What follows belongs to an exercise in optimizing a design on an open flow for small area and a short achievable clock period; a production flow would make more cautious choices. At most, simulation tests tie the RTL to the original design; equivalence was not proved. The clock port is modelled as an ideal driver; clocking choices that lean on that would not hold on a real chip. Power is estimated from default activity; no workload was simulated.

JK:
==> module audio_sample_fifo, before the edit <==
module audio_sample_fifo #(
  parameter int DEPTH   = 64,
  parameter int PREFILL = 32,
  localparam int AW     = $clog2(DEPTH)
) (
  input  logic          i_clk36,
  input  logic          i_rst36,
  input  logic          i_flush,
  input  logic          i_wr_valid,
  input  logic [47:0]   i_wr_data,
  output logic          o_wr_ready,
  input  logic          i_rdreq,
  output logic [47:0]   o_lraudio,
  output logic          o_wait,
  output logic [AW:0]   o_level,
  output logic          o_playing
  ,
  input  logic          i_stats_clr,
  output logic [15:0]   o_overflows,
  output logic [15:0]   o_underruns
);
  localparam int          MD       = DEPTH - 1;         
  localparam logic [AW:0] FULL_LVL = (AW+1)'(DEPTH);
  localparam logic [AW:0] PRE_LVL  = (AW+1)'(PREFILL);
  logic [47:0]   mem_q [MD];
  logic [47:0]   head_q;
  logic [AW-1:0] wp_q;
  logic [MD-1:0] rp_q;      
  logic [AW:0]   level_q;
  logic          play_q, wait_q;
  logic          empty_q, one_q, full_q;
  logic          wr_acc, rd_acc;
  logic [AW-1:0] wp_inc, wp_d;
  logic [MD-1:0] we_q;      
  logic [MD-1:0] rp_inc;
  logic [47:0]   rd_data;
  assign o_wr_ready = !full_q && !i_flush;
  assign wr_acc     = i_wr_valid && !full_q && !i_flush;
  assign rd_acc     = i_rdreq && !empty_q && !i_flush;
  assign wp_inc  = (wp_q == AW'(MD-1)) ? '0 : wp_q + AW'(1);
  assign rp_inc  = {rp_q[MD-2:0], rp_q[MD-1]};
  logic [47:0] rd_grp [8];
  for (genvar g = 0; g < 8; g++) begin : g_rd
    localparam int N = (8*g + 8 <= MD) ? 8 : MD - 8*g;
    logic [8*48-1:0] ent;
    logic [7:0]  sel;
    for (genvar j = 0; j < 8; j++) begin : g_ent
      if (j < N) begin : g_used
        assign ent[48*j +: 48] = mem_q[8*g+j];
        assign sel[j] = rp_q[8*g+j];
      end else begin : g_unused
        assign ent[48*j +: 48] = '0;
        assign sel[j] = 1'b0;
      end
    end
    audio_sample_fifo_sel8 u_sel (.i_ent(ent), .i_sel(sel), .o_data(rd_grp[g]));
  end
  assign rd_data = ((rd_grp[0] | rd_grp[1]) | (rd_grp[2] | rd_grp[3]))
                 | ((rd_grp[4] | rd_grp[5]) | (rd_grp[6] | rd_grp[7]));
  logic [AW:0] level_d;
  logic        play_d;
  always_comb begin
    level_d = level_q;
    if (i_flush)                level_d = '0;
    else if (wr_acc && !rd_acc) level_d = level_q + (AW+1)'(1);
    else if (rd_acc && !wr_acc) level_d = level_q - (AW+1)'(1);
  end
  always_comb begin
    wp_d = wp_q;
    if (i_flush) wp_d = '0;
    else if (wr_acc && !empty_q && !(rd_acc && one_q)) wp_d = wp_inc;
  end
  logic drain;    
  assign drain = rd_acc && !wr_acc && one_q;
  logic empty_d, one_d, full_d;
  assign empty_d = i_flush || (!wr_acc && (empty_q || (one_q && rd_acc)));
  assign one_d   = !i_flush && ((wr_acc && !rd_acc && empty_q)
                             || (rd_acc && !wr_acc && (level_q == (AW+1)'(2)))
                             || ((wr_acc == rd_acc) && one_q));
  assign full_d  = !i_flush && ((wr_acc && !rd_acc && (level_q == FULL_LVL - (AW+1)'(1)))
                             || (full_q && !rd_acc));
  always_comb begin
    play_d = play_q;
    if (i_flush)      play_d = 1'b0;
    else if (!play_q) play_d = (level_d >= PRE_LVL);
    else if (drain)   play_d = 1'b0;
  end
  always_ff @(posedge i_clk36 or posedge i_rst36) begin
    if (i_rst36) begin
      rp_q    <= MD'(1);
      level_q <= '0;
      wp_q    <= '0;
      empty_q <= 1'b1;
      one_q   <= 1'b0;
      full_q  <= 1'b0;
      play_q  <= 1'b0;
      wait_q  <= 1'b1;
      head_q  <= '0;
    end else begin
      level_q <= level_d;
      wp_q    <= wp_d;
      empty_q <= empty_d;
      one_q   <= one_d;
      full_q  <= full_d;
      play_q  <= play_d;
      wait_q  <= !play_d;
      if (i_flush) begin
        rp_q   <= MD'(1);
        head_q <= '0;
      end else begin
        if (rd_acc) begin
          if (one_q) head_q <= wr_acc ? i_wr_data : '0;
          else begin
            head_q <= rd_data;
            rp_q   <= rp_inc;
          end
        end else if (wr_acc && empty_q) begin
          head_q <= i_wr_data;
        end
      end
    end
  end
  always_ff @(posedge i_clk36) begin
    for (int i = 0; i < MD; i++)
      we_q[i] <= (wp_d == AW'(i)) && !full_d;
  end
  always_ff @(posedge i_clk36) begin
    for (int i = 0; i < MD; i++)
      if (we_q[i]) mem_q[i] <= i_wr_data;
  end
  assign o_lraudio = head_q;
  assign o_wait    = wait_q;
  assign o_playing = play_q;
  assign o_level   = level_q;
  logic [15:0] ovf_q, und_q;
  logic        ovf_inc, und_inc;
  assign ovf_inc = i_wr_valid && full_q && !i_flush;
  assign und_inc = (play_q && drain) || (i_rdreq && empty_q);
  always_ff @(posedge i_clk36 or posedge i_rst36) begin
    if (i_rst36) begin
      ovf_q <= '0;
      und_q <= '0;
    end else if (i_stats_clr) begin
      ovf_q <= '0;
      und_q <= '0;
    end else begin
      if (ovf_inc && (ovf_q != 16'hFFFF)) ovf_q <= ovf_q + 16'd1;
      if (und_inc && (und_q != 16'hFFFF)) und_q <= und_q + 16'd1;
    end
  end
  assign o_overflows = ovf_q;
  assign o_underruns = und_q;
endmodule
clock: 6.0 ns
lec_check: 0
cap_margin: 10
core_margin: 2
core_utilization: 75
cts_buf_list: sky130_fd_sc_hd__clkbuf_16
cts_cluster_diameter: 80
cts_cluster_size: 30
setup_slack_margin: 3.3
slew_margin: 10
synth_hierarchical: 1
standard.sh (not shown) runs the stock make flow with config.mk's settings and CLKGATE_MAP_FILE= SYNTH_SCRIPT=/design/flow/synth_recipe.tcl, a recipe that flattens the netlist after the stock synthesis.
==> flow/flow/run.sh <==
#!/bin/bash
# Standard ORFS layout, with three changes to how it is made:
#  - port buffers are plain buffers (buf_4) instead of the resizer's default pick
#    (a slow clkdlybuf4s50 delay cell on this platform);
#  - timing repair may swap a cell for one with another footprint;
#  - after clock tree synthesis, one more setup repair pass (flow/post_cts.tcl).
# Each tool's full output is in the ORFS logs folder (orfs/logs/); make's own
# output goes to flow_make.log here.
set -euo pipefail
bash standard.sh MATCH_CELL_FOOTPRINT=0 \
  "BUFFER_PORTS_ARGS=-buffer_cell sky130_fd_sc_hd__buf_4" \
  "POST_CTS_TCL=$(pwd)/flow/post_cts.tcl" finish > flow_make.log 2>&1
==> flow/flow/post_cts.tcl <==
# Sourced by ORFS's cts.tcl after its own timing repair (POST_CTS hook): one
# more setup repair pass with a tighter target, then legalize again.
estimate_parasitics -placement
repair_timing -setup -setup_margin 3.25 -repair_tns 100 -verbose
detailed_placement
check_placement -verbose
estimate_parasitics -placement
report_worst_slack -max
diff inputs: JK => MS
--- a/flow/design.v
+++ b/flow/design.v
@@ -30,4 +30,6 @@
   logic          play_q, wait_q;
   logic          empty_q, one_q, full_q;
+  logic          ge2_q;      
+  logic          rd_buf;     
   logic          wr_acc, rd_acc;
   logic [AW-1:0] wp_inc, wp_d;
@@ -38,4 +40,5 @@
   assign wr_acc     = i_wr_valid && !full_q && !i_flush;
   assign rd_acc     = i_rdreq && !empty_q && !i_flush;
+  assign rd_buf     = i_rdreq && ge2_q && !i_flush;
   assign wp_inc  = (wp_q == AW'(MD-1)) ? '0 : wp_q + AW'(1);
   assign rp_inc  = {rp_q[MD-2:0], rp_q[MD-1]};
@@ -93,4 +96,5 @@
       empty_q <= 1'b1;
       one_q   <= 1'b0;
+      ge2_q   <= 1'b0;
       full_q  <= 1'b0;
       play_q  <= 1'b0;
@@ -102,4 +106,5 @@
       empty_q <= empty_d;
       one_q   <= one_d;
+      ge2_q   <= !empty_d && !one_d;
       full_q  <= full_d;
       play_q  <= play_d;
@@ -109,10 +114,9 @@
         head_q <= '0;
       end else begin
-        if (rd_acc) begin
-          if (one_q) head_q <= wr_acc ? i_wr_data : '0;
-          else begin
-            head_q <= rd_data;
-            rp_q   <= rp_inc;
-          end
+        if (rd_buf) begin
+          head_q <= rd_data;
+          rp_q   <= rp_inc;
+        end else if (rd_acc) begin
+          head_q <= wr_acc ? i_wr_data : '0;
         end else if (wr_acc && empty_q) begin
           head_q <= i_wr_data;
Results
In the metrics for MS and JK, the one carrying the higher setup slack is MS. MS vs JK, endpoint of the worst setup timing path: head_q[32] vs head_q[12]. Delta (MS minus JK): post-synthesis to final-layout area growth -0.58 points; post-synthesis register bit count ~0 delta; global-route wire length before repair ~0 delta. JK → MS: total wire length after detailed routing flat; utilization flat; synthesized cell count now sits lower. In the tables for MS and JK, met3 layer usage reported by global route reads higher with MS.


== epsilon ==
The RTL this note starts from:
==> flow/design.v <==
module audio_sample_fifo #(
  parameter int DEPTH   = 64,
  parameter int PREFILL = 32,
  localparam int AW     = $clog2(DEPTH)
) (
  input  logic          i_clk36,
  input  logic          i_rst36,
  input  logic          i_flush,
  input  logic          i_wr_valid,
  input  logic [47:0]   i_wr_data,
  output logic          o_wr_ready,
  input  logic          i_rdreq,
  output logic [47:0]   o_lraudio,
  output logic          o_wait,
  output logic [AW:0]   o_level,
  output logic          o_playing
  ,
  input  logic          i_stats_clr,
  output logic [15:0]   o_overflows,
  output logic [15:0]   o_underruns
);
  localparam int          MD       = DEPTH - 1;         
  localparam logic [AW:0] FULL_LVL = (AW+1)'(DEPTH);
  localparam logic [AW:0] PRE_LVL  = (AW+1)'(PREFILL);
  logic [47:0]   mem_q [MD];
  logic [47:0]   head_q;
  logic [AW-1:0] wp_q;
  logic [MD-1:0] rp_q;      
  logic [AW:0]   level_q;
  logic          play_q, wait_q;
  logic          empty, one, full;
  logic          wr_acc, rd_acc;
  logic [AW-1:0] wp_inc;
  logic [MD-1:0] rp_inc;
  logic [47:0]   rd_data;
  assign empty = (level_q == '0);
  assign one   = (level_q == (AW+1)'(1));
  assign full  = level_q[AW];    
  assign o_wr_ready = !full && !i_flush;
  assign wr_acc     = i_wr_valid && !full && !i_flush;
  assign rd_acc     = i_rdreq && !empty && !i_flush;
  assign wp_inc  = (wp_q == AW'(MD-1)) ? '0 : wp_q + AW'(1);
  assign rp_inc  = {rp_q[MD-2:0], rp_q[MD-1]};
  always_comb begin
    rd_data = '0;
    for (int i = 0; i < MD; i++)
      rd_data = rd_data | (mem_q[i] & {48{rp_q[i]}});
  end
  logic [AW:0] level_d;
  logic        play_d;
  always_comb begin
    level_d = level_q;
    if (i_flush)                level_d = '0;
    else if (wr_acc && !rd_acc) level_d = level_q + (AW+1)'(1);
    else if (rd_acc && !wr_acc) level_d = level_q - (AW+1)'(1);
  end
  logic drain;    
  assign drain = rd_acc && !wr_acc && one;
  always_comb begin
    play_d = play_q;
    if (i_flush)      play_d = 1'b0;
    else if (!play_q) play_d = (level_d >= PRE_LVL);
    else if (drain)   play_d = 1'b0;
  end
  always_ff @(posedge i_clk36 or posedge i_rst36) begin
    if (i_rst36) begin
      wp_q    <= '0;
      rp_q    <= MD'(1);
      level_q <= '0;
      play_q  <= 1'b0;
      wait_q  <= 1'b1;
      head_q  <= '0;
    end else begin
      level_q <= level_d;
      play_q  <= play_d;
      wait_q  <= !play_d;
      if (i_flush) begin
        wp_q   <= '0;
        rp_q   <= MD'(1);
        head_q <= '0;
      end else begin
        if (wr_acc && !empty && !(rd_acc && one)) wp_q <= wp_inc;
        if (rd_acc) begin
          if (one) head_q <= wr_acc ? i_wr_data : '0;
          else begin
            head_q <= rd_data;
            rp_q   <= rp_inc;
          end
        end else if (wr_acc && empty) begin
          head_q <= i_wr_data;
        end
      end
    end
  end
  always_ff @(posedge i_clk36) begin
    if (!full) mem_q[wp_q] <= i_wr_data;
  end
  assign o_lraudio = head_q;
  assign o_wait    = wait_q;
  assign o_playing = play_q;
  assign o_level   = level_q;
  logic [15:0] ovf_q, und_q;
  logic        ovf_inc, und_inc;
  assign ovf_inc = i_wr_valid && full && !i_flush;
  assign und_inc = (play_q && drain) || (i_rdreq && empty);
  always_ff @(posedge i_clk36 or posedge i_rst36) begin
    if (i_rst36) begin
      ovf_q <= '0;
      und_q <= '0;
    end else if (i_stats_clr) begin
      ovf_q <= '0;
      und_q <= '0;
    end else begin
      if (ovf_inc && (ovf_q != 16'hFFFF)) ovf_q <= ovf_q + 16'd1;
      if (und_inc && (und_q != 16'hFFFF)) und_q <= und_q + 16'd1;
    end
  end
  assign o_overflows = ovf_q;
  assign o_underruns = und_q;
endmodule
export LEC_CHECK = 0
export CAP_MARGIN = 20
export CORE_MARGIN = 2
export CORE_UTILIZATION = 55
export CTS_BUF_LIST = sky130_fd_sc_hd__clkbuf_16
export CTS_CLUSTER_DIAMETER = 60
export CTS_CLUSTER_SIZE = 30
export SETUP_SLACK_MARGIN = 3.0
export SLEW_MARGIN = 20
create_clock -name core_clock -period 6.0 [get_ports {i_clk36}]
==> flow/flow/run.sh <==
#!/bin/bash
# Standard ORFS layout, with two changes to how ports are buffered and resized:
#  - port buffers are plain buffers (buf_4) instead of the resizer's default pick
#    (a slow clkdlybuf4s50 delay cell on this platform);
#  - timing repair may swap a cell for one with another footprint, so port
#    buffers and other cells can be resized freely.
# Each tool's full output is in the ORFS logs folder (orfs/logs/); make's own
# output goes to flow_make.log here.
set -euo pipefail
bash standard.sh MATCH_CELL_FOOTPRINT=0 \
  "BUFFER_PORTS_ARGS=-buffer_cell sky130_fd_sc_hd__buf_4" finish > flow_make.log 2>&1
Edits applied to the flow inputs when going from epsilon to beta:
==> flow/design.v <==
module audio_sample_fifo #(
  parameter int DEPTH   = 64,
  parameter int PREFILL = 32,
  localparam int AW     = $clog2(DEPTH)
) (
  input  logic          i_clk36,
  input  logic          i_rst36,
  input  logic          i_flush,
  input  logic          i_wr_valid,
  input  logic [47:0]   i_wr_data,
  output logic          o_wr_ready,
  input  logic          i_rdreq,
  output logic [47:0]   o_lraudio,
  output logic          o_wait,
  output logic [AW:0]   o_level,
  output logic          o_playing
  ,
  input  logic          i_stats_clr,
  output logic [15:0]   o_overflows,
  output logic [15:0]   o_underruns
);
  localparam int          MD       = DEPTH - 1;         
  localparam logic [AW:0] FULL_LVL = (AW+1)'(DEPTH);
  localparam logic [AW:0] PRE_LVL  = (AW+1)'(PREFILL);
  logic [47:0]   mem_q [MD];
  logic [47:0]   head_q;
  logic [AW-1:0] wp_q;
  logic [MD-1:0] rp_q;      
  logic [AW:0]   level_q;
  logic          play_q, wait_q;
  logic          empty_q, one_q, full_q;
  logic          wr_acc, rd_acc;
  logic [AW-1:0] wp_inc;
  logic [MD-1:0] rp_inc;
  logic [47:0]   rd_data;
  assign o_wr_ready = !full_q && !i_flush;
  assign wr_acc     = i_wr_valid && !full_q && !i_flush;
  assign rd_acc     = i_rdreq && !empty_q && !i_flush;
  assign wp_inc  = (wp_q == AW'(MD-1)) ? '0 : wp_q + AW'(1);
  assign rp_inc  = {rp_q[MD-2:0], rp_q[MD-1]};
  always_comb begin
    rd_data = '0;
    for (int i = 0; i < MD; i++)
      rd_data = rd_data | (mem_q[i] & {48{rp_q[i]}});
  end
  logic [AW:0] level_d;
  logic        play_d;
  always_comb begin
    level_d = level_q;
    if (i_flush)                level_d = '0;
    else if (wr_acc && !rd_acc) level_d = level_q + (AW+1)'(1);
    else if (rd_acc && !wr_acc) level_d = level_q - (AW+1)'(1);
  end
  logic drain;    
  assign drain = rd_acc && !wr_acc && one_q;
  logic empty_d, one_d, full_d;
  assign empty_d = i_flush || (!wr_acc && (empty_q || (one_q && rd_acc)));
  assign one_d   = !i_flush && ((wr_acc && !rd_acc && empty_q)
                             || (rd_acc && !wr_acc && (level_q == (AW+1)'(2)))
                             || ((wr_acc == rd_acc) && one_q));
  assign full_d  = !i_flush && ((wr_acc && !rd_acc && (level_q == FULL_LVL - (AW+1)'(1)))
                             || (full_q && !rd_acc));
  always_comb begin
    play_d = play_q;
    if (i_flush)      play_d = 1'b0;
    else if (!play_q) play_d = (level_d >= PRE_LVL);
    else if (drain)   play_d = 1'b0;
  end
  always_ff @(posedge i_clk36 or posedge i_rst36) begin
    if (i_rst36) begin
      wp_q    <= '0;
      rp_q    <= MD'(1);
      level_q <= '0;
      empty_q <= 1'b1;
      one_q   <= 1'b0;
      full_q  <= 1'b0;
      play_q  <= 1'b0;
      wait_q  <= 1'b1;
      head_q  <= '0;
    end else begin
      level_q <= level_d;
      empty_q <= empty_d;
      one_q   <= one_d;
      full_q  <= full_d;
      play_q  <= play_d;
      wait_q  <= !play_d;
      if (i_flush) begin
        wp_q   <= '0;
        rp_q   <= MD'(1);
        head_q <= '0;
      end else begin
        if (wr_acc && !empty_q && !(rd_acc && one_q)) wp_q <= wp_inc;
        if (rd_acc) begin
          if (one_q) head_q <= wr_acc ? i_wr_data : '0;
          else begin
            head_q <= rd_data;
            rp_q   <= rp_inc;
          end
        end else if (wr_acc && empty_q) begin
          head_q <= i_wr_data;
        end
      end
    end
  end
  always_ff @(posedge i_clk36) begin
    if (!full_q) mem_q[wp_q] <= i_wr_data;
  end
  assign o_lraudio = head_q;
  assign o_wait    = wait_q;
  assign o_playing = play_q;
  assign o_level   = level_q;
  logic [15:0] ovf_q, und_q;
  logic        ovf_inc, und_inc;
  assign ovf_inc = i_wr_valid && full_q && !i_flush;
  assign und_inc = (play_q && drain) || (i_rdreq && empty_q);
  always_ff @(posedge i_clk36 or posedge i_rst36) begin
    if (i_rst36) begin
      ovf_q <= '0;
      und_q <= '0;
    end else if (i_stats_clr) begin
      ovf_q <= '0;
      und_q <= '0;
    end else begin
      if (ovf_inc && (ovf_q != 16'hFFFF)) ovf_q <= ovf_q + 16'd1;
      if (und_inc && (und_q != 16'hFFFF)) und_q <= und_q + 16'd1;
    end
  end
  assign o_overflows = ovf_q;
  assign o_underruns = und_q;
endmodule
Layout cell share with drive strength beyond 1 was lower in the run labelled epsilon.
Changes observed in beta relative to epsilon: worst setup slack went up 33 ps, total clock buffers created by CTS shows an increase of 2, routed via count rose by 0.87%, combined flip-flop and latch cell area stayed essentially flat, met3 track demand over resource picked up an extra 3.4 points.
Any difference in number of register bits inferred by synthesis between beta and epsilon is small enough to ignore.
When beta is measured against epsilon, its share of total power in combinational logic turns out 6.7 points lower.
On sequential portion of the cell area, beta and epsilon are neck and neck.
Relative to epsilon, global-route wire length before repair has gone up in beta.
Number of inserted filler cells in the final layout was lower in epsilon than in beta.
Between beta and epsilon, the difference in final standard cell area without fillers is negligible.
beta and epsilon ended up with roughly the same number of sequential storage elements.
| switching component of the power | beta vs epsilon | 21% lower |
Function not checked in beta: the RTL went through the layout flow alone.

afterwards: timing with drivers on the ports:
How much do the figures lean on ideal ports? The routed layouts below were timed once more, with nothing changed but the port constraints. Step 1 (the two cells are an assumption about what drives the block):
set clk [get_ports {i_clk36}]
set_driving_cell -lib_cell sky130_fd_sc_hd__clkbuf_16 $clk
set_driving_cell -lib_cell sky130_fd_sc_hd__buf_2 [delete_from_list [all_inputs] $clk]
Step 2 moves the port delays by t, midway between the first and last clock arrival at a register: inputs arrive t later, outputs are due t later. That takes back most of the time a late clock gives input paths. Slacks: ideal ports / drivers / drivers and shift; pairs: ideal ports / drivers.
run	t (ns)	setup slack, ns	worst hold slack (ns)	worst register clock-pin slew, ns
JK	0.887	3.246 / 3.234 / 2.453	0.501 / 0.501 / 0.501	0.12 / 0.12
MS	0.897	3.275 / 3.196 / 2.370	0.413 / 0.351 / 0.502	0.12 / 0.12
epsilon	0.996	2.773 / 2.773 / 2.391	0.493 / 0.418 / 0.562	0.11 / 0.11
beta	0.986	2.806 / 2.806 / 2.153	0.390 / 0.308 / 0.544	0.11 / 0.11
After both steps every run listed still meets setup and hold. For MS, which loses most, drivers alone change the setup slack by -0.079 ns; drivers and shift together by -0.905 ns.
